Background: an optimization exercise with open tools, aiming at small area, a short achievable clock period and few clock cycles. Do not read the settings as production practice.
Where RTL was checked, it was by simulation tests only, not by an equivalence proof against the original.
No functional check of the RTL was part of runs 4 to 6.
Power is estimated from default activity; no workload was simulated.

`run.sh`:
```
#!/bin/bash
# synth_recipe.tcl (not shown) runs the flow's synth.tcl, then flattens the netlist and writes it again
# the make line also repeats each setting of config.mk as NAME=value (left out here)
make -C /OpenROAD-flow-scripts/flow DESIGN_CONFIG=/design/flow/config.mk WORK_HOME=/design/flow/orfs CLKGATE_MAP_FILE= SYNTH_SCRIPT=/design/flow/synth_recipe.tcl finish
```
`config.mk`:
```
export PLATFORM = sky130hd
export DESIGN_NAME = toroidal_life_generation_step
export DESIGN_NICKNAME = toroidal_life_generation_step
export VERILOG_FILES = /design/flow/design.v
export SDC_FILE = /design/flow/constraint.sdc
export NUM_CORES = 4
export LEC_CHECK = 0
export ABC_CLOCK_PERIOD_IN_PS = 3000
export CAP_MARGIN = 20
export CORE_MARGIN = 2
export CORE_UTILIZATION = 50
export CTS_CLUSTER_DIAMETER = 80
export CTS_CLUSTER_SIZE = 24
export SETUP_SLACK_MARGIN = 5
export SLEW_MARGIN = 20
```
`constraint.sdc`:
```
create_clock -name core_clock -period 8.0 [get_ports {clk}]
set_input_delay 1.6000 -clock core_clock [delete_from_list [all_inputs] [get_ports {clk}]]
set_output_delay 1.6000 -clock core_clock [all_outputs]
set_load 0.01 [all_outputs]
```
`design.v`:
```
package tlg_pkg;
	localparam int MAX_WIDTH  = 32;
	localparam int MAX_HEIGHT = 32;
	localparam int COL_W      = $clog2(MAX_WIDTH);
	localparam int ROW_W      = $clog2(MAX_HEIGHT);
	localparam int SIZE_W     = 7;
	localparam int CELL_W     = 2;
	localparam int COL_BITS   = MAX_HEIGHT * CELL_W;
	localparam logic [CELL_W-1:0] CELL_DEAD  = 2'd0;
	localparam logic [CELL_W-1:0] CELL_BORN  = 2'd1;
	localparam logic [CELL_W-1:0] CELL_ALIVE = 2'd2;
	localparam logic [CELL_W-1:0] CELL_DYING = 2'd3;
	localparam logic [1:0] KIND_WRITE = 2'd0;
	localparam logic [1:0] KIND_READ  = 2'd1;
	localparam logic [1:0] KIND_STEP  = 2'd2;
	localparam logic [1:0] KIND_NONE  = 2'd3;
	function automatic logic [4:0] clamp_m1(input logic [SIZE_W-1:0] v);
		logic [4:0] r;
		if (v < SIZE_W'(3)) begin
			r = 5'd2;
		end else if (v > SIZE_W'(32)) begin
			r = 5'd31;
		end else begin
			r = 5'(v - SIZE_W'(1));
		end
		clamp_m1 = r;
	endfunction
endpackage
module tlg_ram (
	input  logic                          clk,
	input  logic [tlg_pkg::COL_BITS-1:0]  d1,
	input  logic [tlg_pkg::COL_BITS-1:0]  d3,
	output logic [tlg_pkg::COL_BITS-1:0]  slot0,
	output logic [tlg_pkg::COL_BITS-1:0]  slot1,
	output logic [tlg_pkg::COL_BITS-1:0]  slot2,
	output logic [tlg_pkg::COL_BITS-1:0]  slot3
);
	localparam int S = tlg_pkg::MAX_WIDTH;
	logic [S-1:0][tlg_pkg::COL_BITS-1:0] ring_q;
	always_ff @(posedge clk) begin
		ring_q[0] <= ring_q[S-1];
		ring_q[1] <= d1;
		ring_q[2] <= ring_q[1];
		ring_q[3] <= d3;
		for (int k = 4; k < S; k++) begin
			ring_q[k] <= ring_q[k-1];
		end
	end
	assign slot0 = ring_q[0];
	assign slot1 = ring_q[1];
	assign slot2 = ring_q[2];
	assign slot3 = ring_q[3];
endmodule
module tlg_rule (
	input  logic [tlg_pkg::CELL_W-1:0] centre,
	input  logic [3:0]                 t,
	output logic [tlg_pkg::CELL_W-1:0] next_cell
);
	logic live, t3, t4;
	assign live = centre[0];
	assign t3   = t == 4'd3;
	assign t4   = t == 4'd4;
	assign next_cell[1] = live;
	assign next_cell[0] = live ? (t3 || t4) : t3;
endmodule
module tlg_cell (
	input  logic [tlg_pkg::MAX_HEIGHT-1:0][1:0] hs,
	input  logic [1:0]                          hs_last,   
	input  logic [tlg_pkg::COL_BITS-1:0]        centre,
	input  logic [tlg_pkg::MAX_HEIGHT-1:0]      keep,      
	output logic [tlg_pkg::COL_BITS-1:0]        next_col
);
	localparam int H = tlg_pkg::MAX_HEIGHT;
	for (genvar r = 0; r < H; r++) begin : g_row
		logic [1:0] hu, hd, nx;
		logic [3:0] t;
		if (r == 0) begin : g_first
			assign hu = hs_last;
		end else begin : g_mid
			assign hu = hs[r-1];
		end
		assign hd = hs[(r + 1) % H];
		assign t  = 4'(hu) + 4'(hs[r]) + 4'(hd);
		tlg_rule u_rule (
			.centre    (centre[2*r +: 2]),
			.t         (t),
			.next_cell (nx)
		);
		assign next_col[2*r +: 2] = keep[r] ? centre[2*r +: 2] : nx;
	end
endmodule
module toroidal_life_generation_step (
	input  logic        clk,
	input  logic        arst_n,
	input  logic        cfg_we,
	input  logic        cfg_index,
	input  logic [6:0]  cfg_data,
	input  logic        s_tvalid,
	output logic        s_tready,
	input  logic [15:0] s_tdata,    
	input  logic [1:0]  s_tuser,    
	output logic        m_tvalid,
	input  logic        m_tready,
	output logic [7:0]  m_tdata     
);
	localparam int H  = tlg_pkg::MAX_HEIGHT;
	localparam int CB = tlg_pkg::COL_BITS;
	localparam int CW = tlg_pkg::COL_W;
	localparam int RW = tlg_pkg::ROW_W;
	localparam int QD = 3;    
	localparam int IW = 14;   
	logic [CW-1:0] wm1_q;
	logic [RW-1:0] hm1_q;
	logic          clr_q;
	logic [CW-1:0] pcol_q;
	logic          ready_q;
	logic          v1_q, vb_q;
	logic [IW-1:0] it1_q, itb_q;
	logic          first_q;          
	logic          run_q, genb_q;
	logic [CW-1:0] rem_q;
	logic [RW-1:0] gh_q;
	logic          sw_ok_q;
	logic [1:0]    cnt_q;
	logic          mvalid_q;
	logic [QD-1:0][1:0] q_q;
	logic [H-1:0]      sw_q;
	logic [H-1:0][1:0] hs_q;
	logic [1:0]        hs_last_q;
	logic          w32, w31, lsw_q, l3_q;
	logic [CW-1:0] wm1_d;
	logic [RW-1:0] gha;
	logic [H-1:0]  live3, keep;
	logic          accept, adv, done1, wr_hit, rd_hit, gen_start, gen_a, last_a, slot3_ok;
	logic          is_rd1, is_wr1, is_step1, is_rdb, is_stepb, pop;
	logic [1:0]    kind1;
	logic [RW-1:0] row1;
	logic [CW-1:0] col1, k3;
	logic [1:0]    wd1;
	logic          v1_d, vb_d;
	logic [IW-1:0] item_in, it1_d, itb_d;
	logic [1:0]    cnt_d, inflight_d;
	logic [CB-1:0] slot0, slot1, slot2, slot3, d1, d3, gen_col;
	logic [H-1:0]  live0, live1, live2, left, right;
	logic [H-1:0][1:0] hs, hsx;
	logic [1:0]    rd_val, rd_cell;
	assign item_in = {s_tuser, s_tdata[10:6], s_tdata[4:0], s_tdata[13], s_tdata[13] ^ s_tdata[12]};
	assign {kind1, row1, col1, wd1} = it1_q;
	assign is_rd1   = kind1 == tlg_pkg::KIND_READ;
	assign is_wr1   = kind1 == tlg_pkg::KIND_WRITE;
	assign is_step1 = kind1 == tlg_pkg::KIND_STEP;
	assign is_rdb   = itb_q[IW-1:IW-2] == tlg_pkg::KIND_READ;
	assign is_stepb = itb_q[IW-1:IW-2] == tlg_pkg::KIND_STEP;
	assign k3       = pcol_q - CW'(3);
	assign slot3_ok = !(clr_q && pcol_q < CW'(3));
	assign wr_hit    = v1_q && is_wr1 && !run_q && !genb_q && pcol_q == col1;
	assign rd_hit    = v1_q && is_rd1 && k3 == col1;
	assign w32       = wm1_q == CW'(31);
	assign w31       = wm1_q == CW'(30);
	assign gen_start = v1_q && is_step1 && first_q && !clr_q
		&& (w32 ? !genb_q : (w31 || sw_ok_q));
	assign wm1_d = (cfg_we && !cfg_index) ? tlg_pkg::clamp_m1(cfg_data) : wm1_q;
	assign done1     = wr_hit || rd_hit || gen_start || (v1_q && kind1 == tlg_pkg::KIND_NONE);
	assign s_tready = ready_q;
	assign accept   = s_tvalid && ready_q;
	assign pop      = m_tready && mvalid_q;
	assign adv = !v1_q || done1;
	always_comb begin
		v1_d  = v1_q;
		vb_d  = vb_q;
		it1_d = it1_q;
		itb_d = itb_q;
		if (adv) begin
			if (vb_q) begin
				v1_d  = 1'b1;
				it1_d = itb_q;
				vb_d  = accept;
				itb_d = item_in;
			end else begin
				v1_d  = accept;
				it1_d = item_in;
			end
		end else if (accept) begin
			vb_d  = 1'b1;
			itb_d = item_in;
		end
	end
	assign cnt_d      = cnt_q - 2'(pop) + 2'(rd_hit);
	assign inflight_d = 2'(v1_d && it1_d[IW-1:IW-2] == tlg_pkg::KIND_READ)
		+ 2'(vb_d && itb_d[IW-1:IW-2] == tlg_pkg::KIND_READ);
	always_ff @(posedge clk) begin
		it1_q <= it1_d;
		itb_q <= itb_d;
	end
	always_ff @(posedge clk or negedge arst_n) begin
		if (!arst_n) begin
			wm1_q <= CW'(tlg_pkg::MAX_WIDTH - 1);
			hm1_q <= RW'(H - 1);
		end else if (cfg_we) begin
			if (cfg_index) begin
				hm1_q <= tlg_pkg::clamp_m1(cfg_data);
			end else begin
				wm1_q <= tlg_pkg::clamp_m1(cfg_data);
			end
		end
	end
	assign gen_a  = gen_start || run_q;
	assign last_a = run_q && rem_q == '0;
	always_ff @(posedge clk or negedge arst_n) begin
		if (!arst_n) begin
			clr_q    <= 1'b1;
			pcol_q   <= '0;
			first_q  <= 1'b0;
			lsw_q    <= 1'b0;
			l3_q     <= 1'b0;
			ready_q  <= 1'b0;
			v1_q     <= 1'b0;
			vb_q     <= 1'b0;
			run_q    <= 1'b0;
			genb_q   <= 1'b0;
			sw_ok_q  <= 1'b0;
			cnt_q    <= '0;
			mvalid_q <= 1'b0;
		end else begin
			pcol_q  <= pcol_q + CW'(1);
			first_q <= pcol_q == '0;
			lsw_q   <= pcol_q == '0 && wm1_d < CW'(30);
			l3_q    <= pcol_q == '0 && wm1_d == CW'(30);
			if (pcol_q == '1) begin
				clr_q <= 1'b0;
			end
			v1_q     <= v1_d;
			vb_q     <= vb_d;
			cnt_q    <= cnt_d;
			mvalid_q <= cnt_d != '0;
			ready_q  <= !(v1_d && vb_d) && (cnt_d + inflight_d < 2'(QD))
				&& !(v1_d && it1_d[IW-1:IW-2] == tlg_pkg::KIND_STEP)
				&& !(vb_d && itb_d[IW-1:IW-2] == tlg_pkg::KIND_STEP);
			run_q    <= gen_a && !last_a;
			genb_q   <= gen_a;
			if ((cfg_we && !cfg_index) || gen_start || (wr_hit && col1 == wm1_q)) begin
				sw_ok_q <= 1'b0;
			end else if (k3 == wm1_q && slot3_ok && !gen_a && !genb_q) begin
				sw_ok_q <= 1'b1;
			end
		end
	end
	always_ff @(posedge clk) begin
		if (gen_start) begin
			rem_q <= wm1_q - CW'(1);
		end else begin
			rem_q <= rem_q - CW'(1);
		end
		if (gen_start) begin
			gh_q <= hm1_q;
		end
	end
	always_comb begin
		for (int r = 0; r < H; r++) begin
			if (wr_hit && row1 == RW'(r)) begin
				d1[2*r +: 2] = wd1;
			end else if (clr_q) begin
				d1[2*r +: 2] = tlg_pkg::CELL_DEAD;
			end else begin
				d1[2*r +: 2] = slot0[2*r +: 2];
			end
		end
	end
	assign d3 = genb_q ? gen_col : slot2;
	tlg_ram u_grid (
		.clk   (clk),
		.d1    (d1),
		.d3    (d3),
		.slot0 (slot0),
		.slot1 (slot1),
		.slot2 (slot2),
		.slot3 (slot3)
	);
	always_comb begin
		for (int r = 0; r < H; r++) begin
			live0[r] = slot0[2*r];
			live1[r] = slot1[2*r];
			live2[r] = slot2[2*r];
			live3[r] = slot3[2*r];
		end
	end
	assign left  = lsw_q ? sw_q : (l3_q ? live3 : live2);
	assign right = last_a ? sw_q : live0;
	assign gha = run_q ? gh_q : hm1_q;
	always_comb begin
		for (int r = 0; r < H; r++) begin
			hs[r] = 2'(left[r]) + 2'(live1[r]) + 2'(right[r]);
		end
		for (int r = 1; r < H; r++) begin
			hsx[r] = (gha == RW'(r - 1)) ? hs[0] : hs[r];
		end
		hsx[0] = hs[0];
	end
	always_ff @(posedge clk) begin
		hs_q      <= hsx;
		hs_last_q <= hs[gha];
		if (gen_start) begin
			sw_q <= live1;
		end else if (k3 == wm1_q && !gen_a && !genb_q) begin
			sw_q <= live3;
		end
	end
	always_comb begin
		for (int r = 0; r < H; r++) begin
			keep[r] = RW'(r) > gh_q;
		end
	end
	tlg_cell u_gen (
		.hs       (hs_q),
		.hs_last  (hs_last_q),
		.centre   (slot2),
		.keep     (keep),
		.next_col (gen_col)
	);
	assign rd_cell = slot3[2*row1 +: 2];
	assign rd_val  = slot3_ok ? {rd_cell[1], rd_cell[1] ^ rd_cell[0]} : tlg_pkg::CELL_DEAD;
	always_ff @(posedge clk) begin
		for (int i = 0; i < QD; i++) begin
			if (rd_hit && 2'(i) == cnt_q - 2'(pop)) begin
				q_q[i] <= rd_val;
			end else if (pop) begin
				q_q[i] <= (i < QD - 1) ? q_q[(i + 1) % QD] : q_q[i];
			end
		end
	end
	assign m_tvalid = mvalid_q;
	assign m_tdata  = {6'd0, q_q[0]};
endmodule
```
==> flow_metrics.tcl, run 1 <==
set metrics [dict create \
    crit_fanout 24 \
    wl_per_cell_um 17.6 \
    start_kind "flip-flop" \
    drtIter0Drc 1572 \
    die_y_um 341 \
    cts_buffers 105 \
    final_layout_size_suffix_gt1_share_pct 10.5 \
    cts_tree "yes" \
    critPathSlowestCell "dfrtp_2" \
    path_buf_inv 1 \
    final_cell_mix "dfxtp_1, mux2i_1, nand2_1, nor2_1, mux2_2" \
    leakagePower_nw 25.0 \
    fin_util_pct 55.5 \
    maxSlewViolCount 0 \
    setup_tns_ps 0 \
    p_per_area_nw_per_um2 289 \
    cts_root_buffer "clkbuf_16" \
    io_buffers 30 \
    fmax_ghz 0.304 \
    rsz0062_at_grt "yes" \
    cp_cell_sequence "buf_6, nor3_1, nand4_1, or3_1, a41oi_1, or2_1, and3b_1, fa_2, and2_4, nor3_4, o21ai_1, a21oi_1" \
    htree_levels 3 \
    r2r_cells 12 \
    period_needed_ps 3290 \
    startpoint "genb_q$_DFF_PN0_" \
    die_width_um 341 \
    max_cap_violations 0 \
    grt_pass1_vias 24900 \
    yosysSeqAreaShare_pct 79.5 \
    insertion_delay_ps 720 \
    cts_sinks 2218 \
    syn2layout_area_growth_pct 9.94 \
    synth_cell_types 69 \
    grt-ovfl-total 0 \
    synth_area_um2 56900 \
    drtPass1Iterations 5 \
    viasPerCell 4.73 \
    ys_ff_latch 2218 \
    multi_input_area_um2 11400 \
    grt_max_degree 65 \
    power_frac_seq_pct 62.9 \
    antenna_found_initial 5 \
    p_int_mw 14.1 \
    mostFrequentLayoutCell "dfxtp_1" \
    fillers 9114 \
    fin_worst_skew_ps 34.2 \
    avgSynthCellArea_um2 15.5 \
    criticalPathCategory "reg2reg" \
    dp_hpwl_mm 59.2 \
    gp_congestion 0.852 \
    syn_inst 3664 \
    std_cell_rows 123 \
    reg2reg_from "genb_q$_DFF_PN0_" \
    synth_enable_flop_cells 67 \
    cp_top_family "simple AND/OR/NAND/NOR gates" \
    drcViolationCount 0 \
    holdPathStages 0 \
    crit_arrival_ps 3940 \
    synth.top_cell.area_share_pct 74.7 \
    coreArea_um2 113000 \
    routed_wirelength_mm 93.6 \
    max_stage_delay_ps 490 \
    grt_pass1_wl_mm 145 \
    final-seq-area_um2 45200 \
    path_depth 12 \
    final_nets 4010 \
    relSlewSlack_pct 23.6 \
    die_area_um2 117000 \
    ant_nets 0 \
    ir_drop_mv 0.212 \
    hold_start "u_grid.ring_q[2037]$_DFF_P_" \
    status "complete, no violations" \
    yosysWarnings 2 \
    clock_path_buffers 3 \
    ys_top_cells_by_area "dfxtp_1, edfxtp_1, fa_1" \
    cts.clk_slew.worst_paths_ps 110 \
    setup_violations 0 \
    p_switching_mw 4.00 \
    start_util_pct 50.5 \
    cp-end-kind "flip-flop" \
    ys_async_sr_fraction_pct 1.26 \
    grtUsageTotal_pct 16.3 \
    switching_share_pct 22.1 \
    cp.required_ps 8650 \
    vias 25100 \
    finalHoldViolCount 0 \
    combPwrFrac_pct 5.9 \
    hold_path.class "reg2reg" \
    worst_pin_slew_ps 1120 \
    finalCritPeriodShare_pct 41.1 \
    synth_top_flop_cell "dfxtp_1" \
    clkPwrFrac_pct 31.2 \
    synth_top_cell_by_area "dfxtp_1" \
    ioPinCount 41 \
]
final cells by class:
type | instances | share of cell area [%]
diodes | 4 | 0.0160
clock buffers | 123 | 4.34
repair buffers | 82 | 1.36
well taps | 1500 | 3.00
inverters | 55 | 0.378
clock inverters | 15 | 0.304
multi-input cells | 1316 | 18.3
flip-flops and latches | 2218 | 72.3
power by group through the flow:
stage	Clock [mW]	Combinational (mW)	Sequential [mW]
finish	5.65	1.06	11.4
global placement	0	0.976	11.6
detailed placement	0	0.983	11.6
CTS	5.88	1.04	11.4
floorplan	0	0.645	11.6
global route	6.28	1.13	11.4
Yosys cell counts, drive strengths merged (6+ instances only):
master,instances
nor2b,113
clkbuf,56
and2,8
nor4,26
a22o,6
xor2,12
mux4,24
a21oi,97
mux2,120
o22ai,9
nand2,125
nor3,16
nand3,51
edfxtp,67
inv,53
xnor2,46
mux2i,139
or2,6
ha,104
nand4,8
dfrtp,17
dfstp,11
nand2b,8
o31ai,24
o21ai,84
o41ai,10
nor2,119
fa,97
dfxtp,2123
buf,26
metal layers:
layer / wire length (um) / vias to the layer above / global-route usage (%)
li1: - / 12200 / -
met1: 45900 / 12200 / 23.6
met2: 39400 / 498 / 24.0
met3: 5060 / 173 / 3.15
met4: 3230 / 0 / 6.59
met5: 0 / - / 0
worst paths after layout:
| kind | endpoint | slack [ps] |
|---|---|---|
| max in group asynchronous | clr_q$_DFFE_PN1N_ | 6410 |
| min | u_grid.ring_q[53]$_DFF_P_ | 300 |
| min reg2reg | u_grid.ring_q[53]$_DFF_P_ | 300 |
| min in group asynchronous | ready_q$_DFF_PN0_ | 1270 |
| max | ready_q$_DFF_PN0_ | 4710 |
| max reg2reg | ready_q$_DFF_PN0_ | 4710 |
repair_timing:
action	in CTS	in global routing
pin swaps	5	7
cloned	2	1
setup buffers	20	9
resized for setup	57	21
endpoints found under the setup margin	185	101
hold buffers	0	0
cell families after synthesis:
family,share of synthesized area [%]
AO/OA/AOI/OAI,2.76
AND/OR/NAND/NOR,4.36
other,0.00659
adder cells (fa/ha/maj),5.70
flip-flops,79.5
multiplexers,5.77
buffers and inverters,0.979
XOR/XNOR,0.935
state kept, by name (all words and copies together), names as in the netlist:
register	flops
clr_q	1
cnt_q	2
first_q	1
genb_q	1
gh_q	5
hm1_q	5
hs_last_q	2
hs_q	64
it1_q	14
itb_q	14
l3_q	1
lsw_q	1
mvalid_q	1
pcol_q	5
q_q	6
ready_q	1
rem_q	5
run_q	1
sw_ok_q	1
sw_q	32
u_grid.ring_q	2048
v1_q	1
vb_q	1
wm1_q	5
through the flow:
stage                     power, mW  hold slack, ps  setup WS [ps]  cells  instance area, um2
after floorplan                12.2             310           4700   3669               57100
after global placement         12.6             310           3470   5139               59100
after detailed placement       12.6             312           3420   5139               59100
after global routing           18.8             314           4560   5309               62500
after CTS                      18.3             307           4620   5299               62400
final                          18.1             300           4710   5313               62500
Testbench counts, summed over its fixed seeds: cycles 12,625.
==> run 2: changes to the inputs <==
--- a/design.v
+++ b/design.v
@@ -134,3 +134,3 @@
 	logic          accept, adv, done1, wr_hit, rd_hit, gen_start, gen_a, last_a, slot3_ok;
-	logic          is_rd1, is_wr1, is_step1, is_rdb, is_stepb, pop;
+	logic          is_rd1, is_wr1, is_step1, pop;
 	logic [1:0]    kind1;
@@ -141,3 +141,4 @@
 	logic [IW-1:0] item_in, it1_d, itb_d;
-	logic [1:0]    cnt_d, inflight_d;
+	logic [1:0]    cnt_d, tot_q, tot_d;
+	logic          stp_q;
 	logic [CB-1:0] slot0, slot1, slot2, slot3, d1, d3, gen_col;
@@ -151,4 +152,2 @@
 	assign is_step1 = kind1 == tlg_pkg::KIND_STEP;
-	assign is_rdb   = itb_q[IW-1:IW-2] == tlg_pkg::KIND_READ;
-	assign is_stepb = itb_q[IW-1:IW-2] == tlg_pkg::KIND_STEP;
 	assign k3       = pcol_q - CW'(3);
@@ -188,4 +187,3 @@
 	assign cnt_d      = cnt_q - 2'(pop) + 2'(rd_hit);
-	assign inflight_d = 2'(v1_d && it1_d[IW-1:IW-2] == tlg_pkg::KIND_READ)
-		+ 2'(vb_d && itb_d[IW-1:IW-2] == tlg_pkg::KIND_READ);
+	assign tot_d      = tot_q + 2'(accept && s_tuser == tlg_pkg::KIND_READ) - 2'(pop);
 	always_ff @(posedge clk) begin
@@ -216,2 +214,4 @@
 			ready_q  <= 1'b0;
+			tot_q    <= '0;
+			stp_q    <= 1'b0;
 			v1_q     <= 1'b0;
@@ -235,5 +235,6 @@
 			mvalid_q <= cnt_d != '0;
-			ready_q  <= !(v1_d && vb_d) && (cnt_d + inflight_d < 2'(QD))
-				&& !(v1_d && it1_d[IW-1:IW-2] == tlg_pkg::KIND_STEP)
-				&& !(vb_d && itb_d[IW-1:IW-2] == tlg_pkg::KIND_STEP);
+			tot_q    <= tot_d;
+			stp_q    <= (accept && s_tuser == tlg_pkg::KIND_STEP) || (stp_q && !gen_start);
+			ready_q  <= !vb_d && tot_d < 2'(QD)
+				&& !(accept && s_tuser == tlg_pkg::KIND_STEP) && !(stp_q && !gen_start);
 			run_q    <= gen_a && !last_a;
--- a/config.mk
+++ b/config.mk
@@ -7,3 +7,3 @@
 export LEC_CHECK = 0
-export ABC_CLOCK_PERIOD_IN_PS = 3000
+export ABC_AREA = 1
 export CAP_MARGIN = 20
==> flow_metrics.tcl, run 2 <==
set metrics [dict create \
    ir_drop_mv 0.206 \
    final_layout_size_suffix_gt1_share_pct 5.28 \
    leakagePower_nw 25.7 \
    relSlewSlack_pct 28.2 \
    worstSetupEndpoint "q_q[4]$_DFFE_PP_" \
    ys_ff_latch 2221 \
    fmax_ghz 0.342 \
    largest_register "u_grid.ring_q" \
    reg_top3 "u_grid.ring_q x2048, hs_q x64, sw_q x32" \
    routed_wirelength_mm 97.6 \
    dp_hpwl_mm 64.9 \
    yosysSeqAreaShare_pct 79.6 \
    diodes 0 \
    hold_path.class "reg2reg" \
    ys_async_sr_fraction_pct 1.40 \
    finalCritPeriodShare_pct 36.6 \
    vias 27300 \
    final_nets 4466 \
    syn2layout_area_growth_pct 8.51 \
    cts_hold_buffers 0 \
    globalRoute.busiestLayer "met2" \
    mostFrequentLayoutCell "dfxtp_1" \
    syn_inst 4146 \
    ant_nets 0 \
    r2r-end "q_q[4]$_DFFE_PP_" \
    grt_use_met3_pct 3.29 \
    synth_commonest_cells "dfxtp_1, nand2_1, o21ai_0" \
    period_needed_ps 2930 \
    antenna_found_initial 2 \
    fin_util_pct 54.8 \
    crit_arrival_ps 3470 \
    placed_cells 5627 \
    avgSynthCellArea_um2 13.7 \
    gp_congestion 0.930 \
    grtUsageMet1_pct 23.8 \
    io_buffers 30 \
    reg2reg_from "it1_q[7]$_DFFE_PP_" \
    synth_enable_flop_cells 71 \
    fin_cells 5764 \
    die_area_um2 117000 \
    ioPinCount 41 \
    fillers 9277 \
    r2r_cells 12 \
    wl_per_cell_um 16.9 \
    grt_pass1_vias 26300 \
    start_util_pct 50.5 \
    grt_util_met2_pct 25.9 \
    startpoint "it1_q[7]$_DFFE_PP_" \
    synth_area_um2 57000 \
    grt_pass1_wl_mm 151 \
    ys_top_cells_by_area "dfxtp_1, edfxtp_1, nand2_1" \
    grtUsageTotal_pct 17.0 \
    cts_sinks 2221 \
    synth.top_cell.area_share_pct 74.5 \
    rsz0062_at_grt "yes" \
    cp-end-kind "flip-flop" \
    cts_buffers 103 \
    yosysWarnings 2 \
    maxSlewViolCount 0 \
    start_kind "flip-flop" \
    clock_path_buffers 3 \
    worst_pin_slew_ps 1060 \
    viasPerCell 4.73 \
    synth_most_common_cell "dfxtp_1" \
    htree_levels 3 \
    fin_worst_skew_ps 35.3 \
    die_width_um 341 \
    coreArea_um2 113000 \
    synth_top_cell_by_area "dfxtp_1" \
    max_cap_violations 0 \
    drtPass1Iterations 6 \
    p_per_area_nw_per_um2 275 \
    cp.required_ps 8540 \
    largest_reg_flops 2048 \
    drcViolationCount 0 \
    cts_root_buffer "clkbuf_16" \
    die_y_um 341 \
    cts_tree "yes" \
    finalHoldViolCount 0 \
    synth_top_flop_cell "dfxtp_1" \
    cts.clk_slew.worst_paths_ps 110 \
    grt-ovfl-total 0 \
    crit_fanout 35 \
    grt_max_degree 76 \
    r2r_slack_ps 5070 \
    final_cell_mix "dfxtp_1, nand2_1, o21ai_0, inv_1" \
    total_power_mw 17.0 \
    setup_violations 0 \
    synth_cell_types 55 \
    criticalPathCategory "reg2reg" \
    std_cell_rows 123 \
    drtIter0Drc 2041 \
    insertion_delay_ps 730 \
    setup_tns_ps 0 \
    status "complete, no violations" \
]
-- run 2: cell count changes after synthesis, moves of 26 or more --
cell | before | now
inv_1 | 52 | 216
nor2b_1 | 109 | 0
o21ai_0 | 84 | 223
mux2i_1 | 139 | 32
o21ai_1 | 0 | 72
nand3_1 | 51 | 124
nand2_1 | 125 | 545
a21oi_1 | 97 | 71
mux2_2 | 120 | 5
-- run 2: area by class of cell --
class / count / area [um2] / share of cell area [%]
clock buffer: 125 / 2680 / 4.34
tap: 1500 / 1880 / 3.04
clock inverter: 11 / 153 / 0.247
sequential: 2221 / 45300 / 73.4
inverter: 230 / 875 / 1.42
timing repair buffer: 50 / 470 / 0.761
multi-input combinational: 1627 / 10400 / 16.8
-- run 2: stage by stage --
step / setup WS [ps] / hold WS, ps / cell area (um2)
global placement: 4170 / 310 / 58900
CTS: 4880 / 306 / 61800
detailed placement: 4270 / 312 / 58900
global route: 4950 / 310 / 61800
finish: 5070 / 311 / 61800
floorplan: 5130 / 310 / 57000
-- run 2: cells by family after synthesis --
logic type / Yosys count / synth area share, %
flops: 2221 / 79.6
other cells: 1 / 0.00658
buf+inv: 303 / 2.21
compound gates: 442 / 4.23
simple gates: 881 / 6.65
mux: 37 / 0.661
xor+xnor: 59 / 0.921
fa+ha+maj: 202 / 5.70
-- run 2: critical path, stage by stage, from the launching register on --
cell	delay, ps
edfxtp_1	400
buf_6	260
inv_6	370
nand2_1	90
nand2_1	200
nand2_1	70
nand2_1	190
nand2_1	110
nand3_1	120
nor2_1	40
nor2_1	350
nand2_1	200
a21boi_0	280
-- run 2: timing repair --
item,in CTS,in global routing
buffers inserted,1,0
gates resized for setup,25,8
pin swaps,1,0
endpoints found under the setup margin,70,51
-- run 2: routing by layer --
layer / wire length, um / share of wire (%)
met1: 46000 / 47
met2: 41800 / 43
met3: 5530 / 5.7
met4: 4190 / 4.3
met5: 0 / 0
-- run 2: how the worst min path moves through the flow --
stage                                            from                     endpoint  slack, ps  cells past startpoint
after floorplan           u_grid.ring_q[1984]$_DFF_P_     u_grid.ring_q[0]$_DFF_P_        310                      0
after global placement    u_grid.ring_q[1325]$_DFF_P_  u_grid.ring_q[1389]$_DFF_P_        310                      0
after detailed placement   u_grid.ring_q[971]$_DFF_P_  u_grid.ring_q[1035]$_DFF_P_        310                      0
after CTS                   u_grid.ring_q[65]$_DFF_P_   u_grid.ring_q[129]$_DFF_P_        310                      0
after global routing        u_grid.ring_q[65]$_DFF_P_   u_grid.ring_q[129]$_DFF_P_        310                      0
final                       u_grid.ring_q[65]$_DFF_P_   u_grid.ring_q[129]$_DFF_P_        310                      0
-- run 2: where the power goes --
part           switching (mW)  internal (mW)
clock network            3.16           2.42
logic                   0.181         0.0812
registers              0.0290           11.1
Testbench counts of run 2, summed over its fixed seeds: cycles 12,625.
==> run 3: changes to the inputs <==
--- a/config.mk
+++ b/config.mk
@@ -7,3 +7,3 @@
 export LEC_CHECK = 0
-export ABC_AREA = 1
+export ABC_CLOCK_PERIOD_IN_PS = 3000
 export CAP_MARGIN = 20
==> flow_metrics.tcl, run 3 <==
set metrics [dict create \
    status "complete, no violations" \
    clock_path_buffers 3 \
    gp_congestion 0.852 \
    synth_most_common_cell "dfxtp_1" \
    largest_register "u_grid.ring_q" \
    cp.required_ps 8660 \
    yosysSeqAreaShare_pct 79.7 \
    die_width_um 341 \
    viasPerCell 4.73 \
    mostFrequentLayoutCell "dfxtp_1" \
    crit_fanout 16 \
    ant_nets 0 \
    cts_hold_buffers 0 \
    final_cell_mix "dfxtp_1, mux2i_1, nand2_1, nor2_1, clkbuf_16" \
    cp-end-kind "flip-flop" \
    start_kind "flip-flop" \
    fmax_ghz 0.329 \
    ys_ff_latch 2221 \
    synth_top_flop_cell "dfxtp_1" \
    std_cell_rows 123 \
    syn2layout_area_growth_pct 9.35 \
    p_int_mw 14.0 \
    final_nets 4005 \
    start_util_pct 50.5 \
    coreArea_um2 113000 \
    synth_cell_types 69 \
    placed_cells 5144 \
    cts_buffers 104 \
    grt_pass1_vias 24400 \
    leakagePower_nw 24.9 \
    dp_hpwl_mm 60.5 \
    fillers 9121 \
    reg_top3 "u_grid.ring_q x2048, hs_q x64, sw_q x32" \
    ys_top_cells_by_area "dfxtp_1, edfxtp_1, fa_1" \
    drtIter0Drc 1434 \
    multi_input_area_um2 11100 \
    die_y_um 341 \
    final_layout_size_suffix_gt1_share_pct 8.67 \
    power_frac_seq_pct 63.3 \
    cts_tree "yes" \
    place_area_um2 58900 \
    fin_hold_ws_ps 296 \
    max_cap_violations 0 \
    synth_area_um2 56900 \
    largest_reg_flops 2048 \
    cts_sinks 2221 \
    routed_wirelength_mm 94.0 \
    htree_levels 3 \
    cts.clk_slew.worst_paths_ps 100 \
    synth_enable_flop_cells 71 \
    avgSynthCellArea_um2 15.5 \
    p_per_area_nw_per_um2 288 \
    period_needed_ps 3030 \
    maxSlewViolCount 0 \
    finalCritPeriodShare_pct 37.9 \
    relSlewSlack_pct 27.1 \
    fin_area_um2 62200 \
    finalHoldViolCount 0 \
    ys_async_sr_fraction_pct 1.40 \
    grt-ovfl-total 0 \
    rsz0062_at_grt "yes" \
    setup_tns_ps 0 \
    drtPass1Iterations 5 \
    die_area_um2 116000 \
    ir_drop_mv 0.240 \
    grtUsageTotal_pct 16.2 \
    wl_per_cell_um 17.7 \
    fin_worst_skew_ps 51.5 \
    synth_top_cell_by_area "dfxtp_1" \
    grt_max_degree 55 \
    fin_cells 5308 \
    ioPinCount 41 \
    crit_arrival_ps 3700 \
    antenna_found_initial 8 \
    criticalPathCategory "reg2reg" \
    drcViolationCount 0 \
    io_buffers 30 \
    insertion_delay_ps 730 \
    final-seq-area_um2 45400 \
    p_switching_mw 3.91 \
    synth_commonest_cells "dfxtp_1, mux2i_1, nand2_1" \
    yosysWarnings 2 \
    hold_path.class "reg2reg" \
    combPwrFrac_pct 5.0 \
    switching_share_pct 21.8 \
    synth.top_cell.area_share_pct 74.6 \
    vias 25100 \
    setup_violations 0 \
    cts_root_buffer "clkbuf_16" \
    syn_inst 3675 \
    worst_pin_slew_ps 1090 \
    grt_pass1_wl_mm 144 \
    clkPwrFrac_pct 31.7 \
]
==> run 3: area by class of cell <==
class | instances | share of cell area, %
tap | 1500 | 3.02
inverter | 53 | 0.346
sequential | 2221 | 72.9
multi-input combinational | 1320 | 17.9
antenna | 1 | 0.00402
clock buffer | 130 | 4.44
timing repair buffer | 72 | 1.11
clock inverter | 11 | 0.286
==> run 3: final timing paths <==
kind,from,cells past startpoint,endpoint,slack (ps)
max in group asynchronous,arst_n,1,l3_q$_DFF_PN0_,6480
min in group asynchronous,arst_n,1,genb_q$_DFF_PN0_,940
worst max-delay path,run_q$_DFF_PN0_,9,hs_last_q[0]$_DFF_P_,4970
worst max register to register,run_q$_DFF_PN0_,9,hs_last_q[0]$_DFF_P_,4970
worst min register to register,u_grid.ring_q[705]$_DFF_P_,0,u_grid.ring_q[769]$_DFF_P_,300
worst min-delay path,u_grid.ring_q[705]$_DFF_P_,0,u_grid.ring_q[769]$_DFF_P_,300
==> run 3: power by group through the flow <==
stage / clock network (mW) / registers, mW / logic, mW
after floorplan: 0 / 11.6 / 0.515
after global placement: 0 / 11.6 / 0.827
after detailed placement: 0 / 11.6 / 0.831
after CTS: 5.89 / 11.3 / 0.854
after global routing: 6.29 / 11.4 / 0.948
final: 5.68 / 11.3 / 0.888
==> run 3: layer usage <==
layer / global-route usage (%) / up-vias / wire, um
met5: 0 / - / 0
met4: 5.90 / 0 / 2750
met3: 2.52 / 157 / 4550
met2: 24.2 / 494 / 39900
met1: 23.9 / 12200 / 46800
li1: - / 12300 / -
==> run 3: repair_timing <==
| action | in CTS | in global routing |
|---|---|---|
| buffers inserted | 10 | 10 |
| pin swaps | 0 | 5 |
| gates cloned | 1 | 1 |
| setup endpoints to repair | 155 | 71 |
| resized for setup | 42 | 19 |
| endpoints found under the hold margin | 0 | 0 |
==> run 3: worst max-delay path: stages, from the launching register on <==
cell	delay, ps
dfrtp_4	590
nand3b_1	190
buf_4	170
bufbuf_16	350
mux2i_1	230
fa_1	470
mux4_2	490
o22ai_1	180
o21ai_0	180
nand2_1	120
==> run 3: cells by family after synthesis <==
kind of cell,share of synthesized area (%)
simple gates,4.24
mux,5.49
other cells,0.00659
flops,79.7
buf+inv,1.02
fa+ha+maj,5.73
xor+xnor,0.878
compound gates,2.93
==> run 3: per-stage QoR <==
| stage | worst slack [ps] | power [mW] | utilization [%] |
|---|---|---|---|
| 2_1_floorplan | 5000 | 12.1 | - |
| 3_3_place_gp | 4180 | 12.4 | 52.3 |
| 3_5_place_dp | 4200 | 12.4 | 52.3 |
| 4_1_cts | 5000 | 18.1 | 55.1 |
| 5_1_grt | 4880 | 18.6 | 55.2 |
| 6_report | 4970 | 17.9 | 55.2 |
==> run 4: changes to the inputs <==
--- a/design.v
+++ b/design.v
@@ -30,2 +30,3 @@
 	input  logic                          clk,
+	input  logic [1:0]                    lsel,
 	input  logic [tlg_pkg::COL_BITS-1:0]  d1,
@@ -40,3 +41,7 @@
 	always_ff @(posedge clk) begin
-		ring_q[0] <= ring_q[S-1];
+		case (lsel)
+			2'd1:    ring_q[0] <= ring_q[23];
+			2'd2:    ring_q[0] <= ring_q[27];
+			default: ring_q[0] <= ring_q[31];
+		endcase
 		ring_q[1] <= d1;
@@ -45,3 +50,7 @@
 		for (int k = 4; k < S; k++) begin
-			ring_q[k] <= ring_q[k-1];
+			if (k == 24 || k == 28) begin
+				ring_q[k] <= (lsel == 2'((k - 20) / 4)) ? ring_q[S-1] : ring_q[k-1];
+			end else begin
+				ring_q[k] <= ring_q[k-1];
+			end
 		end
@@ -119,3 +128,3 @@
 	logic          first_q;          
-	logic          run_q, genb_q;
+	logic          run_q, genb_q, last_q;
 	logic [CW-1:0] rem_q;
@@ -129,5 +138,10 @@
 	logic [1:0]        hs_last_q;
-	logic          w32, w31, lsw_q, l3_q;
-	logic [CW-1:0] wm1_d;
-	logic [RW-1:0] gha;
+	logic          wl, wl1, lsw_q, l3_q;
+	logic [1:0]    lsel_q, rs_q, lt_q, lt_d;
+	logic [CW-1:0] lm1_q, rm1_q, rl_q, ltm1_q, ltm1_d;
+	logic [CW-1:0] c1_q, c2_q, c3_q;   
+	logic [CW-1:0] qcol_q;             
+	logic          split_next, merge_next, gen_busy, acc1;
+	logic [H-1:0]  hsel_q;    
+	logic [1:0]    hs_last;
 	logic [H-1:0]  live3, keep;
@@ -152,11 +166,18 @@
 	assign is_step1 = kind1 == tlg_pkg::KIND_STEP;
-	assign k3       = pcol_q - CW'(3);
+	assign k3       = c3_q;
 	assign slot3_ok = !(clr_q && pcol_q < CW'(3));
+	assign lt_d   = (wm1_q < CW'(24)) ? 2'd1 : (wm1_q < CW'(28)) ? 2'd2 : 2'd3;
+	assign ltm1_d = CW'(20) + {lt_d, 2'b00} - CW'(1);
+	assign gen_busy = run_q || genb_q;
+	assign acc1     = v1_q && (is_wr1 || is_rd1);
+	assign split_next = rs_q == 2'd3 && lt_q != 2'd3 && pcol_q + CW'(1) == ltm1_q && !clr_q
+		&& !gen_busy && !(acc1 && col1 > ltm1_q);
+	assign merge_next = rs_q != 2'd3 && (lt_q != rs_q || (acc1 && col1 > rm1_q))
+		&& pcol_q + CW'(1) == rm1_q && qcol_q == rl_q && !gen_busy;
 	assign wr_hit    = v1_q && is_wr1 && !run_q && !genb_q && pcol_q == col1;
 	assign rd_hit    = v1_q && is_rd1 && k3 == col1;
-	assign w32       = wm1_q == CW'(31);
-	assign w31       = wm1_q == CW'(30);
-	assign gen_start = v1_q && is_step1 && first_q && !clr_q
-		&& (w32 ? !genb_q : (w31 || sw_ok_q));
-	assign wm1_d = (cfg_we && !cfg_index) ? tlg_pkg::clamp_m1(cfg_data) : wm1_q;
+	assign wl        = wm1_q == lm1_q;
+	assign wl1       = wm1_q == lm1_q - CW'(1);
+	assign gen_start = v1_q && is_step1 && first_q && !clr_q && wm1_q <= lm1_q
+		&& (wl ? !genb_q : (wl1 || sw_ok_q));
 	assign done1     = wr_hit || rd_hit || gen_start || (v1_q && kind1 == tlg_pkg::KIND_NONE);
@@ -205,3 +226,3 @@
 	assign gen_a  = gen_start || run_q;
-	assign last_a = run_q && rem_q == '0;
+	assign last_a = last_q;
 	always_ff @(posedge clk or negedge arst_n) begin
@@ -211,2 +232,13 @@
 			first_q  <= 1'b0;
+			c1_q     <= CW'(31);
+			c2_q     <= CW'(30);
+			c3_q     <= CW'(29);
+			qcol_q   <= CW'(2);
+			lsel_q   <= 2'd3;
+			lm1_q    <= CW'(31);
+			rs_q     <= 2'd3;
+			rm1_q    <= CW'(31);
+			rl_q     <= '0;
+			lt_q     <= 2'd3;
+			ltm1_q   <= CW'(31);
 			lsw_q    <= 1'b0;
@@ -219,2 +251,3 @@
 			run_q    <= 1'b0;
+			last_q   <= 1'b0;
 			genb_q   <= 1'b0;
@@ -224,6 +257,23 @@
 		end else begin
-			pcol_q  <= pcol_q + CW'(1);
+			pcol_q  <= (pcol_q == rm1_q) ? '0 : pcol_q + CW'(1);
+			c1_q    <= pcol_q;
+			c2_q    <= c1_q;
+			c3_q    <= c2_q;
+			qcol_q  <= (qcol_q == CW'(31) && rs_q != 2'd3) ? rl_q : qcol_q + CW'(1);
+			lsel_q  <= rs_q;
+			lm1_q   <= rm1_q;
+			if (split_next) begin
+				rs_q  <= lt_q;
+				rm1_q <= ltm1_q;
+				rl_q  <= ltm1_q + CW'(1);
+			end else if (merge_next) begin
+				rs_q  <= 2'd3;
+				rm1_q <= CW'(31);
+				rl_q  <= '0;
+			end
+			lt_q    <= lt_d;
+			ltm1_q  <= ltm1_d;
 			first_q <= pcol_q == '0;
-			lsw_q   <= pcol_q == '0 && wm1_d < CW'(30);
-			l3_q    <= pcol_q == '0 && wm1_d == CW'(30);
+			lsw_q   <= pcol_q == '0 && wm1_q < rm1_q - CW'(1);
+			l3_q    <= pcol_q == '0 && wm1_q == rm1_q - CW'(1);
 			if (pcol_q == '1) begin
@@ -240,2 +290,3 @@
 			run_q    <= gen_a && !last_a;
+			last_q   <= run_q && rem_q == CW'(1);
 			genb_q   <= gen_a;
@@ -272,2 +323,3 @@
 		.clk   (clk),
+		.lsel  (rs_q),
 		.d1    (d1),
@@ -289,9 +341,10 @@
 	assign right = last_a ? sw_q : live0;
-	assign gha = run_q ? gh_q : hm1_q;
 	always_comb begin
+		hs_last = '0;
 		for (int r = 0; r < H; r++) begin
-			hs[r] = 2'(left[r]) + 2'(live1[r]) + 2'(right[r]);
+			hs[r]   = 2'(left[r]) + 2'(live1[r]) + 2'(right[r]);
+			hs_last = hs_last | (hs[r] & {2{hsel_q[r]}});
 		end
 		for (int r = 1; r < H; r++) begin
-			hsx[r] = (gha == RW'(r - 1)) ? hs[0] : hs[r];
+			hsx[r] = hsel_q[r-1] ? hs[0] : hs[r];
 		end
@@ -300,4 +353,7 @@
 	always_ff @(posedge clk) begin
+		for (int r = 0; r < H; r++) begin
+			hsel_q[r] <= ((run_q && !last_a) ? gh_q : hm1_q) == RW'(r);
+		end
 		hs_q      <= hsx;
-		hs_last_q <= hs[gha];
+		hs_last_q <= hs_last;
 		if (gen_start) begin
--- a/config.mk
+++ b/config.mk
@@ -7,3 +7,3 @@
 export LEC_CHECK = 0
-export ABC_CLOCK_PERIOD_IN_PS = 3000
+export ABC_AREA = 1
 export CAP_MARGIN = 20
==> flow_metrics.tcl, run 4 <==
set metrics [dict create \
    status "complete, no violations" \
    htree_levels 3 \
    mostFrequentLayoutCell "dfxtp_1" \
    path_buf_inv 5 \
    yosysSeqAreaShare_pct 75.7 \
    r2r_slack_ps 5010 \
    setup_tns_ps 0 \
    final_layout_size_suffix_gt1_share_pct 5.12 \
    ys_top_cells_by_area "dfxtp_1, nand2_1, edfxtp_1" \
    die_y_um 355 \
    clock_path_buffers 3 \
    leakagePower_nw 28.1 \
    finalCritPeriodShare_pct 37.4 \
    grt_pass1_vias 31200 \
    combPwrFrac_pct 5.0 \
    syn2layout_area_growth_pct 8.54 \
    hold_path.class "reg2reg" \
    synth.top_cell.area_share_pct 69.7 \
    worstSetupEndpoint "hs_last_q[0]$_DFF_P_" \
    yosysWarnings 2 \
    power_frac_seq_pct 63.2 \
    max_cap_violations 0 \
    synth_commonest_cells "dfxtp_1, nand2_1, nor2_1" \
    p_int_mw 14.5 \
    p_switching_mw 4.26 \
    crit_fanout 33 \
    r2r-end "hs_last_q[0]$_DFF_P_" \
    switching_share_pct 22.7 \
    viasPerCell 4.82 \
    syn_inst 5094 \
    drtIter0Drc 2435 \
    antenna_found_initial 2 \
    wl_per_cell_um 17.2 \
    r2r_cells 11 \
    criticalPathCategory "reg2reg" \
    cp_top_family "buffers and inverters" \
    dp_hpwl_mm 78.2 \
    startpoint "lsw_q$_DFF_PN0_" \
    drcViolationCount 0 \
    std_cell_rows 128 \
    grtUsageTotal_pct 18.7 \
    cp.required_ps 8600 \
    finalHoldViolCount 0 \
    ioPinCount 41 \
    coreArea_um2 122000 \
    clkPwrFrac_pct 31.8 \
    cp-end-kind "flip-flop" \
    insertion_delay_ps 790 \
    max_stage_delay_ps 570 \
    rsz0062_at_grt "yes" \
    die_width_um 355 \
    hold_start "u_grid.ring_q[968]$_DFF_P_" \
    fmax_ghz 0.334 \
    final_cell_mix "dfxtp_1, nand2_1, nor2_1, o21ai_0, inv_1" \
    period_needed_ps 2990 \
    synth_enable_flop_cells 71 \
    cts_hold_buffers 0 \
    grt_max_degree 68 \
    cts_buffers 109 \
    die_area_um2 126000 \
    critPathSlowestCell "fa_1" \
    reg_top3 "u_grid.ring_q x2048, hs_q x64" \
    vias 32800 \
    synth_area_um2 61800 \
    ant_nets 0 \
    start_util_pct 50.5 \
    maxSlewViolCount 0 \
    start_kind "flip-flop" \
    setup_violations 0 \
    ir_drop_mv 0.235 \
    largest_reg_flops 2048 \
    drtPass1Iterations 6 \
    fin_cells 6806 \
    reg2reg_from "lsw_q$_DFF_PN0_" \
    cts_tree "yes" \
    relSlewSlack_pct 38.0 \
    crit_arrival_ps 3590 \
    placed_cells 6652 \
    ys_async_sr_fraction_pct 2.67 \
    gp_congestion 0.984 \
    synth_most_common_cell "dfxtp_1" \
    cts.clk_slew.worst_paths_ps 100 \
    io_buffers 30 \
    path_depth 11 \
    grt-ovfl-total 0 \
    largest_register "u_grid.ring_q" \
    grt_pass1_wl_mm 180 \
    final_nets 5398 \
    cp_cell_sequence "buf_12, inv_2, buf_8, o21ai_0, fa_1, buf_12, inv_1, nand2_1, nand4_1, nor3_2, nand4_1" \
    synth_cell_types 48 \
    p_per_area_nw_per_um2 280 \
    fin_worst_skew_ps 59.8 \
    synth_top_cell_by_area "dfxtp_1" \
    avgSynthCellArea_um2 12.1 \
    routed_wirelength_mm 117 \
    ys_ff_latch 2283 \
    cts_sinks 2283 \
    cts_root_buffer "clkbuf_16" \
    worst_pin_slew_ps 929 \
    synth_top_flop_cell "dfxtp_1" \
    fin_hold_ws_ps 293 \
]
[run 4: worst min-delay path by stage]
| stage | to | slack (ps) | cells past startpoint |
|---|---|---|---|
| floorplan | u_grid.ring_q[1000]$_DFF_P_ | 310 | 0 |
| global placement | u_grid.ring_q[1351]$_DFF_P_ | 310 | 0 |
| detailed placement | u_grid.ring_q[173]$_DFF_P_ | 310 | 0 |
| CTS | u_grid.ring_q[910]$_DFF_P_ | 300 | 0 |
| global route | u_grid.ring_q[1032]$_DFF_P_ | 300 | 0 |
| finish | u_grid.ring_q[1032]$_DFF_P_ | 290 | 0 |
[run 4: cell families (layout without fill, tap and decap cells)]
| group | Yosys count | after routing | synth area share [%] |
|---|---|---|---|
| compound gates | 459 | 459 | 4.05 |
| mux | 15 | 15 | 0.261 |
| flops | 2283 | 2283 | 75.7 |
| simple gates | 1716 | 1716 | 11.2 |
| other cells | 1 | 8 | 0.00607 |
| xor+xnor | 63 | 63 | 0.894 |
| buf+inv | 333 | 413 | 2.14 |
| fa+ha+maj | 224 | 224 | 5.71 |
[run 4: worst reg2reg max path, cell delays in order (launching register included)]
cell and delay, ps:
dfrtp_1 410, buf_12 200, inv_2 110, buf_8 310, o21ai_0 200, fa_1 570, buf_12 210, inv_1 150
nand2_1 140, nand4_1 110, nor3_2 280, nand4_1 150
[run 4: cell type report]
cell class                      instances  area [um2]
Fill cell                           10300       55200
Sequential cell                      2283       46800
Multi-Input combinational cell       2484       13800
Clock buffer                          130        2860
Tap cell                             1625        2030
Inverter                              204         778
Timing Repair Buffer                   61         589
Clock inverter                         18         235
Antenna cell                            1        2.50
[run 4: metal layers]
layer  GRT usage (%)  wire, um  part of all wire, %
met3            3.33      5810                  5.0
met2            29.4     51900                   44
met4            7.17      4320                  3.7
met5               0         0                    0
met1            25.8     55200                   47
[run 4: what timing repair did]
item                                    in CTS  in global routing
gates resized for setup                     32                 13
buffers inserted                             5                  0
endpoints found under the setup margin      94                 49
pin swaps                                    1                  0
[run 4: power by group through the flow]
stage	registers [mW]	clock network [mW]	logic (mW)
floorplan	12.0	0	0.598
global placement	12.1	0	0.912
detailed placement	12.1	0	0.920
CTS	11.9	6.17	0.928
global route	11.9	6.57	1.02
finish	11.9	5.96	0.936
[run 4: stage by stage]
stage | setup slack [ps] | power (mW) | instance area (um2) | utilization, %
final | 5010 | 18.7 | 67000 | 54.9
after detailed placement | 4380 | 13.0 | 63800 | 52.2
after global placement | 4370 | 13.0 | 63800 | 52.2
after global routing | 4940 | 19.5 | 67000 | 54.8
after floorplan | 5010 | 12.6 | 61800 | -
after CTS | 4930 | 19.0 | 67000 | 54.8
==> run 5: changes to the inputs <==
--- a/config.mk
+++ b/config.mk
@@ -12,3 +12,3 @@
 export CTS_CLUSTER_DIAMETER = 80
-export CTS_CLUSTER_SIZE = 24
+export CTS_CLUSTER_SIZE = 27
 export SETUP_SLACK_MARGIN = 5
==> flow_metrics.tcl, run 5 <==
set metrics [dict create \
    largest_reg_flops 2048 \
    crit_arrival_ps 3590 \
    start_util_pct 50.5 \
    final_layout_size_suffix_gt1_share_pct 4.84 \
    maxSlewViolCount 0 \
    cts_tree "yes" \
    cts_buffers 98 \
    io_buffers 30 \
    cp-end-kind "flip-flop" \
    drcViolationCount 0 \
    cp.required_ps 8560 \
    reg_top3 "u_grid.ring_q x2048, hs_q x64" \
    syn_inst 5094 \
    ys_async_sr_fraction_pct 2.67 \
    grt_pass1_wl_mm 179 \
    ioPinCount 41 \
    fin_area_um2 66700 \
    ir_drop_mv 0.222 \
    cts_sinks 2283 \
    criticalPathCategory "reg2reg" \
    wl_per_cell_um 17.2 \
    r2r_cells 11 \
    grt-ovfl-total 0 \
    yosysSeqAreaShare_pct 75.7 \
    die_area_um2 126000 \
    hold_path.class "reg2reg" \
    dp_hpwl_mm 78.2 \
    max_cap_violations 0 \
    drtPass1Iterations 5 \
    ant_nets 0 \
    rsz0062_at_grt "yes" \
    relSlewSlack_pct 36.1 \
    synth_cell_types 48 \
    setup_violations 0 \
    final_nets 5387 \
    mostFrequentLayoutCell "dfxtp_1" \
    period_needed_ps 3030 \
    place_area_um2 63800 \
    ys_ff_latch 2283 \
    cts_hold_buffers 0 \
    std_cell_rows 128 \
    vias 32700 \
    preCtsSetupSlack_ps 4380 \
    holdPathEnd "u_grid.ring_q[1890]$_DFF_P_" \
    reg2reg_from "lsw_q$_DFF_PN0_" \
    p_per_area_nw_per_um2 277 \
    grt_max_degree 68 \
    gp_congestion 0.984 \
    cts_root_buffer "clkbuf_16" \
    viasPerCell 4.82 \
    synth_area_um2 61800 \
    worst_pin_slew_ps 958 \
    coreArea_um2 122000 \
    grt_pass1_vias 31100 \
    die_y_um 355 \
    fin_worst_skew_ps 51.5 \
    grtUsageTotal_pct 18.5 \
    htree_levels 3 \
    clock_path_buffers 3 \
    status "complete, no violations" \
    synth_most_common_cell "dfxtp_1" \
    yosysWarnings 2 \
    syn2layout_area_growth_pct 8.09 \
    insertion_delay_ps 730 \
    setup_tns_ps 0 \
    synth_commonest_cells "dfxtp_1, nand2_1, nor2_1" \
    ys_top_cells_by_area "dfxtp_1, nand2_1, edfxtp_1" \
    start_kind "flip-flop" \
    synth_top_cell_by_area "dfxtp_1" \
    largest_register "u_grid.ring_q" \
    finalCritPeriodShare_pct 37.8 \
    crit_fanout 33 \
    avgSynthCellArea_um2 12.1 \
    hold_start "u_grid.ring_q[1826]$_DFF_P_" \
    synth_enable_flop_cells 71 \
    final_cell_mix "dfxtp_1, nand2_1, nor2_1, o21ai_0, inv_1" \
    r2r_slack_ps 4970 \
    r2r-end "hs_last_q[0]$_DFF_P_" \
    holdPathStages 0 \
    startpoint "lsw_q$_DFF_PN0_" \
    cts.clk_slew.worst_paths_ps 110 \
    die_width_um 355 \
    worst_slack_ps 4970 \
    drtIter0Drc 2442 \
    antenna_found_initial 2 \
    total_power_mw 18.5 \
    finalHoldViolCount 0 \
    synth.top_cell.area_share_pct 69.7 \
    fmax_ghz 0.331 \
    synth_top_flop_cell "dfxtp_1" \
    routed_wirelength_mm 117 \
    leakagePower_nw 28.0 \
]
run 5: cell counts after synthesis:
No cell type changed its count.
run 5: layout make-up:
| class | count | area [um2] |
|---|---|---|
| sequential | 2283 | 46800 |
| clock inverter | 16 | 239 |
| multi-input combinational | 2484 | 13800 |
| antenna | 1 | 2.50 |
| timing repair buffer | 61 | 594 |
| inverter | 204 | 778 |
| clock buffer | 119 | 2560 |
| tap | 1625 | 2030 |
| fill | 10300 | 55500 |
run 5: critical path, stage by stage, from the launching register on:
cell and delay [ps]:
dfrtp_1 410, buf_12 200, inv_2 90, buf_8 320, o21ai_0 170, fa_1 570
buf_12 220, inv_1 140, nand2_1 150, nand4_1 110, nor3_2 290, nand4_1 150
run 5: worst max path at each step:
stage | slack [ps] | endpoint | depth (start not counted)
5_1_grt | 4960 | hs_last_q[0]$_DFF_P_ | 12
4_1_cts | 4930 | hs_last_q[0]$_DFF_P_ | 9
6_report | 4970 | hs_last_q[0]$_DFF_P_ | 11
2_1_floorplan | 5010 | q_q[0]$_DFFE_PP_ | 8
3_5_place_dp | 4380 | q_q[0]$_DFFE_PP_ | 9
3_3_place_gp | 4370 | q_q[0]$_DFFE_PP_ | 9
run 5: routing by layer:
layer  wire length, um  track usage [%]  up-vias  share of wire [%]
met5                 0                0        -                  0
met4              4810             7.63        0                4.1
met3              5250             2.45      219                4.5
met2             51300             29.0      727                 44
met1             55200             25.9    15600                 47
li1                  -                -    16200                  -
run 5: logic make-up (layout without fill, tap and decap cells):
group,after synthesis,after routing,share of synthesized area (%)
AOI/OAI and AO/OA,459,459,4.05
xor gates and xnor gates,63,63,0.894
adders and majority gates,224,224,5.71
buffers and inverters,333,400,2.14
DFF,2283,2283,75.7
muxes,15,15,0.261
other,1,8,0.00607
and+or+nand+nor,1716,1716,11.2
run 5: through the flow:
step                      util [%]  std cells  hold WS (ps)
after floorplan                  -       5100           310
after global placement        52.2       6652           310
after detailed placement      52.2       6652           312
after CTS                     54.6       6792           290
after global routing          54.6       6792           297
final                         54.6       6793           285
run 5: repair_timing:
| item | in CTS | in global routing |
|---|---|---|
| setup endpoints to repair | 92 | 74 |
| hold endpoints to repair | 0 | 0 |
| resized for setup | 27 | 16 |
| setup buffers | 5 | 0 |
| pin swaps | 1 | 0 |
run 5: report_power, final:
part	switching (mW)	internal, mW
registers	0.163	11.7
clock network	3.31	2.36
logic	0.714	0.226
total	4.19	14.3
==> run 6: changes to the inputs <==
--- a/config.mk
+++ b/config.mk
@@ -11,4 +11,4 @@
 export CORE_UTILIZATION = 50
-export CTS_CLUSTER_DIAMETER = 80
-export CTS_CLUSTER_SIZE = 27
+export CTS_CLUSTER_DIAMETER = 60
+export CTS_CLUSTER_SIZE = 30
 export SETUP_SLACK_MARGIN = 5
==> flow_metrics.tcl, run 6 <==
set metrics [dict create \
    coreArea_um2 122000 \
    ir_drop_mv 0.261 \
    holdPathStages 0 \
    r2r_slack_ps 4960 \
    period_needed_ps 3040 \
    final_nets 5421 \
    yosysWarnings 2 \
    crit_fanout 33 \
    reg_top3 "u_grid.ring_q x2048, hs_q x64" \
    synth_top_flop_cell "dfxtp_1" \
    start_util_pct 50.5 \
    fin_hold_ws_ps 291 \
    largest_register "u_grid.ring_q" \
    cp.required_ps 8580 \
    final-seq-area_um2 46800 \
    viasPerCell 4.80 \
    largest_reg_flops 2048 \
    die_width_um 355 \
    cts_root_buffer "clkbuf_16" \
    holdPathEnd "u_grid.ring_q[600]$_DFF_P_" \
    grtUsageTotal_pct 18.8 \
    status "complete, no violations" \
    fin_worst_skew_ps 40.6 \
    drtPass1Iterations 5 \
    ys_async_sr_fraction_pct 2.67 \
    fillers 10100 \
    leakagePower_nw 28.8 \
    fmax_ghz 0.329 \
    antenna_found_initial 3 \
    relSlewSlack_pct 36.1 \
    reg2reg_from "lsw_q$_DFF_PN0_" \
    final_layout_size_suffix_gt1_share_pct 6.66 \
    io_buffers 30 \
    finalHoldViolCount 0 \
    avgSynthCellArea_um2 12.1 \
    worst_pin_slew_ps 957 \
    preCtsSetupSlack_ps 4380 \
    maxSlewViolCount 0 \
    cts.clk_slew.worst_paths_ps 100 \
    grt_pass1_vias 31600 \
    grt_max_degree 68 \
    p_per_area_nw_per_um2 296 \
    grt_pass1_wl_mm 181 \
    final_cell_mix "dfxtp_1, nand2_1, nor2_1, o21ai_0, inv_1" \
    std_cell_rows 128 \
    die_y_um 355 \
    mostFrequentLayoutCell "dfxtp_1" \
    ioPinCount 41 \
    synth_commonest_cells "dfxtp_1, nand2_1, nor2_1" \
    r2r_cells 11 \
    syn_inst 5094 \
    synth_cell_types 48 \
    fin_util_pct 56.1 \
    hold_start "u_grid.ring_q[536]$_DFF_P_" \
    synth.top_cell.area_share_pct 69.7 \
    dp_hpwl_mm 78.2 \
    syn2layout_area_growth_pct 11.1 \
    yosysSeqAreaShare_pct 75.7 \
    insertion_delay_ps 750 \
    setup_tns_ps 0 \
    synth_enable_flop_cells 71 \
    ys_top_cells_by_area "dfxtp_1, nand2_1, edfxtp_1" \
    cts_buffers 131 \
    vias 33100 \
    setup_violations 0 \
    clock_path_buffers 3 \
    worst_slack_ps 4960 \
    finalCritPeriodShare_pct 38.0 \
    gp_congestion 0.984 \
    wl_per_cell_um 17.1 \
    routed_wirelength_mm 118 \
    cts_tree "yes" \
    htree_levels 4 \
    synth_area_um2 61800 \
    synth_most_common_cell "dfxtp_1" \
    die_area_um2 126000 \
    hold_path.class "reg2reg" \
    ys_ff_latch 2283 \
    cts_sinks 2283 \
    grt-ovfl-total 0 \
    r2r-end "hs_last_q[0]$_DFF_P_" \
    drcViolationCount 0 \
    drtIter0Drc 2486 \
    multi_input_area_um2 13800 \
    ant_nets 0 \
    criticalPathCategory "reg2reg" \
    crit_arrival_ps 3630 \
    max_cap_violations 0 \
    start_kind "flip-flop" \
    cp-end-kind "flip-flop" \
    synth_top_cell_by_area "dfxtp_1" \
    rsz0062_at_grt "yes" \
]
## run 6: cell types whose count changed in the layout (fill, tap and decap cells not counted), moves of 6 or more
cell and change:
clkbuf_16 +36, inv_16 +6, inv_8 +8, inv_6 +14, clkinv_16 +8, bufinv_16 +6
clkbuf_1 -10
## run 6: how the worst max path moves through the flow
| stage | from | endpoint | slack, ps | cells after the start |
|---|---|---|---|---|
| floorplan | m_tready | q_q[0]$_DFFE_PP_ | 5010 | 8 |
| global placement | m_tready | q_q[0]$_DFFE_PP_ | 4370 | 9 |
| detailed placement | m_tready | q_q[0]$_DFFE_PP_ | 4380 | 9 |
| CTS | l3_q$_DFF_PN0_ | hs_last_q[0]$_DFF_P_ | 4900 | 9 |
| global route | lsw_q$_DFF_PN0_ | hs_last_q[0]$_DFF_P_ | 4930 | 12 |
| finish | lsw_q$_DFF_PN0_ | hs_last_q[0]$_DFF_P_ | 4960 | 11 |
## run 6: metal layers
| metal | track usage (%) | share of wire [%] | routed length, um |
|---|---|---|---|
| met5 | 0 | 0.010 | 12 |
| met4 | 7.75 | 4.0 | 4680 |
| met3 | 3.16 | 4.8 | 5710 |
| met2 | 29.5 | 44 | 52000 |
| met1 | 25.8 | 47 | 55400 |
## run 6: area by class of cell
cell class | count | area share, %
tap | 1625 | 2.96
clock buffer | 148 | 5.05
sequential | 2283 | 68.2
multi-input combinational | 2484 | 20.1
inverter | 204 | 1.13
clock inverter | 75 | 1.68
timing repair buffer | 62 | 0.907
antenna | 2 | 0.00730
## run 6: worst max-delay path, cell delays in order, from the launching register on
cell,delay (ps)
dfrtp_1,410
buf_12,200
inv_2,90
buf_8,320
o21ai_0,190
fa_1,580
buf_12,220
inv_1,140
nand2_1,140
nand4_1,110
nor3_2,290
nand4_1,150
## run 6: repair_timing
item                                    CTS  global route
gates cloned                              0             0
hold buffers                              0             0
pin swaps                                 1             0
endpoints found under the setup margin   92            49
resized for setup                        31            16
setup buffers                             6             0
## run 6: kinds of logic (layout without fill, tap and decap cells)
logic type	after synthesis	after routing	synth area share, %
DFF	2283	2283	75.7
and+or+nand+nor	1716	1716	11.2
AOI/OAI and AO/OA	459	459	4.05
buffers and inverters	333	489	2.14
adders and majority gates	224	224	5.71
xor gates and xnor gates	63	63	0.894
muxes	15	15	0.261
other	1	9	0.00607
## run 6: metrics by stage
stage	cell area, um2	instances	total power [mW]
6_report	68600	6883	20.3
2_1_floorplan	61800	5100	12.6
4_1_cts	68500	6881	20.5
3_3_place_gp	63800	6652	13.0
3_5_place_dp	63800	6652	13.0
5_1_grt	68600	6881	21.1
## run 6: power breakdown
part | switching, mW | leakage [nW] | internal [mW] | total (mW)
Combinational | 0.719 | 7.94 | 0.228 | 0.947
Sequential | 0.164 | 18.7 | 11.7 | 11.9
Clock | 3.94 | 2.22 | 3.58 | 7.52

==> static timing again, ports no longer ideal <==
No port has a modelled driver above. Below, the same layouts with a new extraction and two added sets of constraints. Step 1: set_driving_cell puts a clkbuf_16 on clk and a buf_2 on each other input, an assumption about the parent block. Step 2 also shifts input and output timing later by t, the mid clock arrival at the registers, as if the neighbouring blocks saw the same clock. Slacks: ideal ports / drivers / drivers and shift; pairs: ideal ports / drivers.
run	t (ns)	setup slack, ns	latest minus earliest clock arrival (ns)	worst data-port slew with drivers (ns)
run 1	0.770	4.711 / 4.711 / 4.052	0.047 / 0.047	0.03
run 2	0.783	5.072 / 5.039 / 4.476	0.044 / 0.044	0.05
run 3	0.774	4.965 / 4.965 / 4.361	0.058 / 0.058	0.06
run 4	0.834	5.009 / 4.990 / 4.409	0.072 / 0.072	0.05
run 5	0.779	4.975 / 4.975 / 4.330	0.060 / 0.060	0.05
run 6	0.813	4.958 / 4.958 / 4.329	0.045 / 0.044	0.05
After both steps every run listed still meets setup and hold. The setup slack of run 1, which loses most, moves by 0.000 ns with the drivers and by -0.659 ns with both steps.
